This design comes from an exercise in tuning for small area, a short achievable clock period and few clock cycles per item on the open sky130 flow, not from production work. Only simulation tests tie the RTL to the original design; equivalence was not proved.

Setup of build 40:
Design broken_down_time_to_epoch, start of the top module:
module broken_down_time_to_epoch (
  input  logic               clk_i,
  input  logic               rst_ni,
  input  logic               start,
  output logic               busy,
  input  logic signed [10:0] second_in_i,
  input  logic signed [10:0] minute_in_i,
  input  logic signed [10:0] hour_in_i,
  input  logic signed [10:0] day_in_i,
  input  logic signed [7:0]  month_in_i,
  input  logic        [7:0]  year_in_i,
  output logic               done_o,
  output logic        [5:0]  second_out_o,
  output logic        [5:0]  minute_out_o,
  output logic        [4:0]  hour_out_o,
  output logic        [4:0]  day_out_o,
  output logic        [3:0]  month_out_o,
  output logic signed [9:0]  year_out_o,
  output logic        [8:0]  day_of_year_o,
  output logic signed [33:0] epoch_seconds_o
);
For scale: ~1700 cells after synthesis, roughly 37 flip-flops, about 140 I/O pins, roughly 13000 um2 of cells after synthesis.
export LEC_CHECK = 0
export CAP_MARGIN = 20
export CORE_MARGIN = 2
export CORE_UTILIZATION = 60
export SLEW_MARGIN = 20
create_clock -name core_clock -period 9.0 [get_ports {clk_i}]
standard.sh (not shown) runs the stock make flow with config.mk's settings and CLKGATE_MAP_FILE= SYNTH_SCRIPT=/design/flow/synth_recipe.tcl, a recipe that flattens the netlist after the stock synthesis.
==> flow/flow/run.sh <==
#!/bin/bash
# The standard layout, with the port buffers made from sky130_fd_sc_hd__buf_2
# cells instead of the default delay buffers. make's output goes to
# flow_make.log in the work folder; each ORFS step keeps its own log under
# orfs/logs.
set -euo pipefail
export BUFFER_PORTS_ARGS="-buffer_cell sky130_fd_sc_hd__buf_2"
bash standard.sh > flow_make.log 2>&1
Testbench counts of build 40, summed over its fixed seeds: cycles 9,600, items 4,800.
Here is what was changed in the inputs of build 41 compared with build 40.
# build 40
export LEC_CHECK = 0
export CAP_MARGIN = 20
export CORE_MARGIN = 2
export CORE_UTILIZATION = 60
export SLEW_MARGIN = 20
create_clock -name core_clock -period 9.0 [get_ports {clk_i}]
# build 41
export LEC_CHECK = 0
export CAP_MARGIN = 20
export CORE_MARGIN = 2
export CORE_UTILIZATION = 40
export SETUP_SLACK_MARGIN = 1.5
export SLEW_MARGIN = 20
create_clock -name core_clock -period 9.0 [get_ports {clk_i}]
==> flow/run.sh (new file) <==
#!/bin/bash
# synth_recipe.tcl (not shown) runs the flow's synth.tcl, then flattens the netlist and writes it again
# the make line also repeats each setting of config.mk as NAME=value (left out here)
make -C /OpenROAD-flow-scripts/flow DESIGN_CONFIG=/design/flow/config.mk WORK_HOME=/design/flow/orfs CLKGATE_MAP_FILE= SYNTH_SCRIPT=/design/flow/synth_recipe.tcl finish
removed: flow/flow/run.sh
removed: flow/standard.sh
Results
Taking build 40 as the reference, in build 41 final RePlAce weighted congestion -4.5%, first-pass GRT wire length +8.5%.
Higher number of standard cells in the layout, taps in and fillers out was reported by build 41, not build 40.
Compared with build 40, build 41 supports a higher clock frequency.
#### Input delta (build 18 over build 41)
# build 41
export LEC_CHECK = 0
export CAP_MARGIN = 20
export CORE_MARGIN = 2
export CORE_UTILIZATION = 40
export SETUP_SLACK_MARGIN = 1.5
export SLEW_MARGIN = 20
create_clock -name core_clock -period 9.0 [get_ports {clk_i}]
# build 18
export LEC_CHECK = 0
export CAP_MARGIN = 20
export CORE_MARGIN = 2
export CORE_UTILIZATION = 40
export SLEW_MARGIN = 20
export SYNTH_HIERARCHICAL = 1
create_clock -name core_clock -period 9.0 [get_ports {clk_i}]
==> flow/flow/run.sh (new file) <==
#!/bin/bash
# The standard layout, with the port buffers made from sky130_fd_sc_hd__buf_2
# cells instead of the default delay buffers. make's output goes to
# flow_make.log in the work folder; each ORFS step keeps its own log under
# orfs/logs.
set -euo pipefail
export BUFFER_PORTS_ARGS="-buffer_cell sky130_fd_sc_hd__buf_2"
bash standard.sh > flow_make.log 2>&1
==> flow/standard.sh (new file) <==
#!/bin/bash
# synth_recipe.tcl (not shown) runs the flow's synth.tcl, then flattens the netlist and writes it again
# the make line also repeats each setting of config.mk as NAME=value (left out here)
make -C /OpenROAD-flow-scripts/flow DESIGN_CONFIG=/design/flow/config.mk WORK_HOME=/design/flow/orfs CLKGATE_MAP_FILE= SYNTH_SCRIPT=/design/flow/synth_recipe.tcl "${@:-finish}"
removed: flow/run.sh
- Total vias in the final route is higher on build 18
- The aggregate global-route resource usage of build 18 falls short of that of build 41 by 1.2 points.
- Build 41 → build 18: count of clock-buffer cells in the layout down 1, actual transition at the worst max-transition pin up 24 ps.
- When build 18 is set beside build 41, its maximum fanout count along the critical path turns out to be 2 larger.
- Looking at final critical-path share of the clock period, build 18 sits above build 41.
- [compare] base=build 41 new=build 18: die area +820 um2, final cell area excluding filler cells has decreased, critical path depth shrank by 1.
- Against build 41 as the reference, build 18 delivers a lower setup slack.
- Diff build 41 and build 18: final cell count higher in build 41
For build 35, these inputs were changed with respect to build 18:
# build 18
export LEC_CHECK = 0
export CAP_MARGIN = 20
export CORE_MARGIN = 2
export CORE_UTILIZATION = 40
export SLEW_MARGIN = 20
export SYNTH_HIERARCHICAL = 1
create_clock -name core_clock -period 9.0 [get_ports {clk_i}]
# build 35
export LEC_CHECK = 0
export CAP_MARGIN = 20
export CORE_MARGIN = 2
export CORE_UTILIZATION = 40
export SLEW_MARGIN = 20
create_clock -name core_clock -period 9.0 [get_ports {clk_i}]
==> flow/flow/run.sh <==
#!/bin/bash
# The standard layout, with the port buffers made from sky130_fd_sc_hd__buf_2
# cells instead of the default delay buffers, and power recovery (cells on
# paths with slack downsized) after global routing. make's output goes to
# flow_make.log in the work folder; each ORFS step keeps its own log under
# orfs/logs.
set -euo pipefail
export BUFFER_PORTS_ARGS="-buffer_cell sky130_fd_sc_hd__buf_2"
export RECOVER_POWER=100
bash standard.sh > flow_make.log 2>&1
Findings:
The final report for build 35 shows a completed flow and a layout that fails verification, specifically capacitance limit, slew limit. Measured slew at the worst slew-check pin (lower): build 18. | time the worst path needs with I/O delays and setup | higher: build 35 |. Build 35 vs build 18, sequential cell area fraction in the yosys report went up by 0.20 points. From build 18 to build 35 the numbers moved as follows: post-route non-filler standard cell count now smaller, number of nets in the final layout comparable. In build 35, share of the synthesized area in compound gates (AO/OA/AOI/OAI) is lower than in build 18. Register fraction of the total cell area in build 35 is 0.15 points above build 18.

## static timing again, ports no longer ideal
How much do the figures lean on ideal ports? The routed layouts below were timed once more, with nothing changed but the port constraints.
Step 1 assumes that a clkbuf_16 drives the clock port and a buf_2 every other input.
Step 2 times the ports against the registers' clock, not the clock port: input delays grow and output delays shrink by t, the midpoint of the rising clock arrivals with the driver on.
Three values: ideal, step 1, step 2; two values: the first two.
run | shift t [ns] | setup WS [ns] | latest minus earliest clock arrival (ns) | worst slew at a driven data input, ns
build 40 | 0.320 | 0.247 / 0.209 / 0.529 | 0.006 / 0.006 | 0.07
build 41 | 0.310 | 1.059 / 1.023 / 1.333 | 0.003 / 0.003 | 0.04
build 18 | 0.318 | 0.595 / 0.556 / 0.378 | 0.008 / 0.009 | 0.04
build 35 | 0.312 | 0.534 / 0.499 / 0.302 | 0.006 / 0.005 | 0.07
The setup slack of build 35, which loses most, moves by -0.035 ns with the drivers and by -0.232 ns with both steps.
